This is an optimization exercise on Yosys and OpenROAD, whose aim is small area and a short achievable clock period, not a production implementation.
At most, simulation tests tie the RTL to the original design; equivalence was not proved.
No activity file was given, so power comes from the tool's default toggle rates.

==> flow/design.v <==
module fifo_flags_top (
  input  logic        clk,
  input  logic        rst_n,
  input  logic        winc,
  input  logic [31:0] wdata,
  input  logic        wclr_err,
  output logic        wfull,
  output logic        walmost_full,
  output logic        woverflow,
  output logic [6:0]  wlevel,
  input  logic        rinc,
  input  logic        rclr_err,
  output logic [31:0] rdata,
  output logic        rempty,
  output logic        ralmost_empty,
  output logic        runderflow,
  output logic [6:0]  rlevel
);
  async_fifo_flags #(
    .WIDTH(32), .DEPTH(64), .SYNC_STAGES(2), .AF_LEVEL(60), .AE_LEVEL(4), .FWFT(0)
  ) u_fifo (
    .wclk(clk), .rclk(clk), .rst_n(rst_n),
    .winc(winc), .wdata(wdata), .wclr_err(wclr_err),
    .wfull(wfull), .walmost_full(walmost_full), .woverflow(woverflow), .wlevel(wlevel),
    .rinc(rinc), .rclr_err(rclr_err), .rdata(rdata), .rempty(rempty),
    .ralmost_empty(ralmost_empty), .runderflow(runderflow), .rlevel(rlevel)
  );
endmodule

package async_fifo_pkg;
  localparam int SYNC_STAGES_MIN = 2;
  localparam int SYNC_STAGES_MAX = 4;
  localparam int PTR_W_MAX       = 32;
  typedef logic [PTR_W_MAX-1:0] ptr_t;
  function automatic logic [PTR_W_MAX-1:0] bin2gray(input logic [PTR_W_MAX-1:0] b);
    bin2gray = b ^ (b >> 1);
  endfunction
  function automatic logic [PTR_W_MAX-1:0] gray2bin(input logic [PTR_W_MAX-1:0] gray);
    logic [PTR_W_MAX-1:0] bin;
    bin = gray;
    for (int i = 1; i < PTR_W_MAX; i++) begin
      bin = bin ^ (gray >> i);
    end
    gray2bin = bin;
  endfunction
endpackage
module gray_ptr_sync #(
  parameter int WIDTH  = 7,
  parameter int STAGES = 2
) (
  input  logic             clk,
  input  logic             rst_n,
  input  logic [WIDTH-1:0] gray_in,
  output logic [WIDTH-1:0] gray_out
);
  logic [STAGES-1:0][WIDTH-1:0] sync_q;
  logic [STAGES-1:0][WIDTH-1:0] sync_d;
  always_comb begin
    sync_d = {sync_q[STAGES-2:0], gray_in};
  end
  always_ff @(posedge clk or negedge rst_n) begin
    if (!rst_n) begin
      sync_q <= '0;
    end else begin
      sync_q <= sync_d;
    end
  end
  assign gray_out = sync_q[STAGES-1];
endmodule
module async_fifo_flags
#(
  parameter int WIDTH       = 32,
  parameter int DEPTH       = 64,
  parameter int SYNC_STAGES = 2,
  parameter int AF_LEVEL    = DEPTH - 4,
  parameter int AE_LEVEL    = 4,
  parameter int FWFT        = 0,
  localparam int ADDR_W     = $clog2(DEPTH)
) (
  input  logic              wclk,
  input  logic              rclk,
  input  logic              rst_n,
  input  logic              winc,
  input  logic [WIDTH-1:0]  wdata,
  input  logic              wclr_err,
  output logic              wfull,
  output logic              walmost_full,
  output logic              woverflow,
  output logic [ADDR_W:0]   wlevel,
  input  logic              rinc,
  input  logic              rclr_err,
  output logic [WIDTH-1:0]  rdata,
  output logic              rempty,
  output logic              ralmost_empty,
  output logic              runderflow,
  output logic [ADDR_W:0]   rlevel
);
  localparam int PTR_W  = ADDR_W + 1;
  localparam int SYNC_N = (SYNC_STAGES < async_fifo_pkg::SYNC_STAGES_MIN) ? async_fifo_pkg::SYNC_STAGES_MIN :
                          (SYNC_STAGES > async_fifo_pkg::SYNC_STAGES_MAX) ? async_fifo_pkg::SYNC_STAGES_MAX : SYNC_STAGES;
  localparam int LAG    = SYNC_N + 1;
  localparam int LO_W   = ADDR_W / 2;
  localparam int HI_W   = ADDR_W - LO_W;
  localparam int LO_N   = 1 << LO_W;
  localparam int HI_N   = 1 << HI_W;
  localparam int LO_COPIES = (WIDTH >= 32) ? WIDTH / 2 : WIDTH;
  logic [1:0] wrst_q, rrst_q;
  logic       wrst_n, rrst_n;
  always_ff @(posedge wclk or negedge rst_n) begin
    if (!rst_n) wrst_q <= 2'b00;
    else        wrst_q <= {wrst_q[0], 1'b1};
  end
  always_ff @(posedge rclk or negedge rst_n) begin
    if (!rst_n) rrst_q <= 2'b00;
    else        rrst_q <= {rrst_q[0], 1'b1};
  end
  assign wrst_n = wrst_q[1];
  assign rrst_n = rrst_q[1];
  logic [WIDTH-1:0] mem [DEPTH];
  function automatic logic ge_c(input logic [PTR_W-1:0] q, input int k);
    logic gt, eq;
    if (k <= 0) begin
      ge_c = 1'b1;
    end else if (k >= (1 << PTR_W)) begin
      ge_c = 1'b0;
    end else begin
      gt = 1'b0;
      eq = 1'b1;
      for (int i = PTR_W - 1; i >= 0; i--) begin
        if (((k >> i) & 1) == 1) begin
          eq = eq & q[i];
        end else begin
          gt = gt | (eq & q[i]);
          eq = eq & !q[i];
        end
      end
      ge_c = gt | eq;
    end
  endfunction
  localparam logic [PTR_W-1:0] LVL_MAX = '1;
  logic [ADDR_W-1:0] wptr_q;
  logic [PTR_W-1:0]  wlevel_q, wlevel_d;
  logic              wfull_q, wfull_d, waf_q, waf_d, wovf_q, wovf_d, w_accept;
  logic [LAG-1:0]    racc_hist_q;    
  logic              r_accept, w_pop_seen;
  logic              wfull_dn, wfull_st, wfull_up, waf_dn, waf_st, waf_up;
  always_comb begin
    w_accept   = winc && !wfull_q;
    w_pop_seen = racc_hist_q[LAG-1];
    wfull_dn   = (wlevel_q == PTR_W'(DEPTH + 1));
    wfull_st   = (wlevel_q == PTR_W'(DEPTH));
    wfull_up   = (wlevel_q == PTR_W'(DEPTH - 1));
    waf_dn     = ge_c(wlevel_q, AF_LEVEL + 1) || (wlevel_q == '0);
    waf_st     = ge_c(wlevel_q, AF_LEVEL);
    waf_up     = ge_c(wlevel_q, AF_LEVEL - 1) && (wlevel_q != LVL_MAX);
    if (w_accept == w_pop_seen) begin
      wlevel_d = wlevel_q;
      wfull_d  = wfull_st;
      waf_d    = waf_st;
    end else if (w_accept) begin
      wlevel_d = wlevel_q + PTR_W'(1);
      wfull_d  = wfull_up;
      waf_d    = waf_up;
    end else begin
      wlevel_d = wlevel_q - PTR_W'(1);
      wfull_d  = wfull_dn;
      waf_d    = waf_dn;
    end
    wovf_d   = (winc && wfull_q) ? 1'b1 : (wclr_err ? 1'b0 : wovf_q);
  end
  always_ff @(posedge wclk or negedge wrst_n) begin
    if (!wrst_n) begin
      wptr_q      <= '0;
      wlevel_q    <= '0;
      wfull_q     <= 1'b0;
      waf_q       <= 1'b0;
      wovf_q      <= 1'b0;
      racc_hist_q <= '0;
    end else begin
      wptr_q      <= wptr_q + ADDR_W'(w_accept);
      wlevel_q    <= wlevel_d;
      wfull_q     <= wfull_d;
      waf_q       <= waf_d;
      wovf_q      <= wovf_d;
      racc_hist_q <= {racc_hist_q[LAG-2:0], r_accept};
    end
  end
  always_ff @(posedge wclk) begin
    if (!wfull_q) mem[wptr_q] <= wdata;
  end
  logic [LO_N-1:0]  rlo_q [LO_COPIES];  
  logic [HI_N-1:0]  rhi_q;           
  logic [PTR_W-1:0] rlevel_q, rlevel_d;
  logic             rempty_q, rempty_d, rae_q, rae_d, runf_q, runf_d;
  logic [LAG-1:0]   wacc_hist_q;     
  logic             r_push_seen;
  logic             rempty_dn, rempty_st, rempty_up, rae_dn, rae_st, rae_up;
  always_comb begin
    r_accept    = rinc && !rempty_q;
    r_push_seen = wacc_hist_q[LAG-1];
    rempty_dn   = (rlevel_q == PTR_W'(1));
    rempty_st   = (rlevel_q == '0);
    rempty_up   = (rlevel_q == LVL_MAX);
    rae_dn      = !rempty_st && !ge_c(rlevel_q, AE_LEVEL + 2);
    rae_st      = !ge_c(rlevel_q, AE_LEVEL + 1);
    rae_up      = !ge_c(rlevel_q, AE_LEVEL) || rempty_up;
    if (r_accept == r_push_seen) begin
      rlevel_d = rlevel_q;
      rempty_d = rempty_st;
      rae_d    = rae_st;
    end else if (r_push_seen) begin
      rlevel_d = rlevel_q + PTR_W'(1);
      rempty_d = rempty_up;
      rae_d    = rae_up;
    end else begin
      rlevel_d = rlevel_q - PTR_W'(1);
      rempty_d = rempty_dn;
      rae_d    = rae_dn;
    end
    runf_d   = (rinc && rempty_q) ? 1'b1 : (rclr_err ? 1'b0 : runf_q);
  end
  always_ff @(posedge rclk or negedge rrst_n) begin
    if (!rrst_n) begin
      for (int c = 0; c < LO_COPIES; c++) rlo_q[c] <= LO_N'(1);
      rhi_q       <= HI_N'(1);
      rlevel_q    <= '0;
      rempty_q    <= 1'b1;
      rae_q       <= 1'b1;
      runf_q      <= 1'b0;
      wacc_hist_q <= '0;
    end else begin
      if (r_accept) begin
        for (int c = 0; c < LO_COPIES; c++) rlo_q[c] <= {rlo_q[c][LO_N-2:0], rlo_q[c][LO_N-1]};
        if (rlo_q[0][LO_N-1]) rhi_q <= {rhi_q[HI_N-2:0], rhi_q[HI_N-1]};
      end
      rlevel_q    <= rlevel_d;
      rempty_q    <= rempty_d;
      rae_q       <= rae_d;
      runf_q      <= runf_d;
      wacc_hist_q <= {wacc_hist_q[LAG-2:0], w_accept};
    end
  end
  logic [WIDTH-1:0] grp_word [HI_N];
  logic [WIDTH-1:0] head_word;
  always_comb begin
    for (int g = 0; g < HI_N; g++) begin
      grp_word[g] = '0;
      for (int j = 0; j < LO_N; j++) begin
        for (int b = 0; b < WIDTH; b++)
          grp_word[g][b] = grp_word[g][b] | (mem[g*LO_N + j][b] & rlo_q[b * LO_COPIES / WIDTH][j]);
      end
    end
    head_word = '0;
    for (int g = 0; g < HI_N; g++) begin
      head_word = head_word | (grp_word[g] & {WIDTH{rhi_q[g]}});
    end
  end
  generate
    if (FWFT != 0) begin : g_fwft
      assign rdata = rempty_q ? '0 : head_word;
    end else begin : g_reg
      logic [WIDTH-1:0] rdata_q;
      always_ff @(posedge rclk or negedge rrst_n) begin
        if (!rrst_n)       rdata_q <= '0;
        else if (r_accept) rdata_q <= head_word;
      end
      assign rdata = rdata_q;
    end
  endgenerate
  assign wfull         = wfull_q;
  assign walmost_full  = waf_q;
  assign woverflow     = wovf_q;
  assign wlevel        = wlevel_q;
  assign rempty        = rempty_q;
  assign ralmost_empty = rae_q;
  assign runderflow    = runf_q;
  assign rlevel        = rlevel_q;
endmodule
Settings: LEC_CHECK=0, CAP_MARGIN=20, CORE_MARGIN=2, CORE_UTILIZATION=63, CTS_CLUSTER_DIAMETER=100, CTS_CLUSTER_SIZE=30, PLACE_DENSITY=0.72, SETUP_SLACK_MARGIN=1.8, SLEW_MARGIN=20; clock period 4.0 ns.
run.sh (not shown) runs the stock make flow with config.mk's settings and CLKGATE_MAP_FILE= SYNTH_SCRIPT=/design/flow/synth_recipe.tcl, a recipe that flattens the netlist after the stock synthesis.
The starting point passed the timing, design-rule and antenna checks.
Rerun with:
--- a/flow/design.v
+++ b/flow/design.v
@@ -184,11 +184,11 @@
       wovf_q      <= wovf_d;
       racc_hist_q <= {racc_hist_q[LAG-2:0], r_accept};
     end
   end
   always_ff @(posedge wclk) begin
-    if (!wfull_q) mem[wptr_q] <= wdata;
+    if (w_accept) mem[wptr_q] <= wdata;
   end
   logic [LO_N-1:0]  rlo_q [LO_COPIES];  
   logic [HI_N-1:0]  rhi_q;           
   logic [PTR_W-1:0] rlevel_q, rlevel_d;
   logic             rempty_q, rempty_d, rae_q, rae_d, runf_q, runf_d;
The new run completed without violations.
Cell count is higher by a few percent.
Final area came out higher slightly.
Non-clock buffer count goes up by 61.
Setup slack gains 0.056 ns.
Power came out lower by a few percent.
Function not checked in the first run of this note: the RTL went through the layout flow alone.

==> what the ideal ports hide <==
The flow's constraints put no driver on any port. The routed layouts listed below were extracted and timed again, unchanged, in two steps.
Step 1 assumes that a clkbuf_16 drives the clock port and a buf_2 every other input.
Step 2, shift: input delay + t, output delay - t, t = (earliest + latest rising clock arrival at the registers) / 2. This alone moves slack from input paths to output paths.
a / b / c = ideal ports / drivers / drivers and shift; a / b = the first two.
| run | t (ns) | setup WS [ns] | worst register clock-pin slew, ns |
|---|---|---|---|
| the first run | 0.796 | 1.699 / 1.623 / 1.144 | 0.12 / 0.12 |
| the second run | 0.823 | 1.754 / 1.728 / 1.220 | 0.12 / 0.12 |
After both steps every run listed still meets setup and hold. For the first run, which loses most, drivers alone change the setup slack by -0.076 ns; drivers and shift together by -0.555 ns.
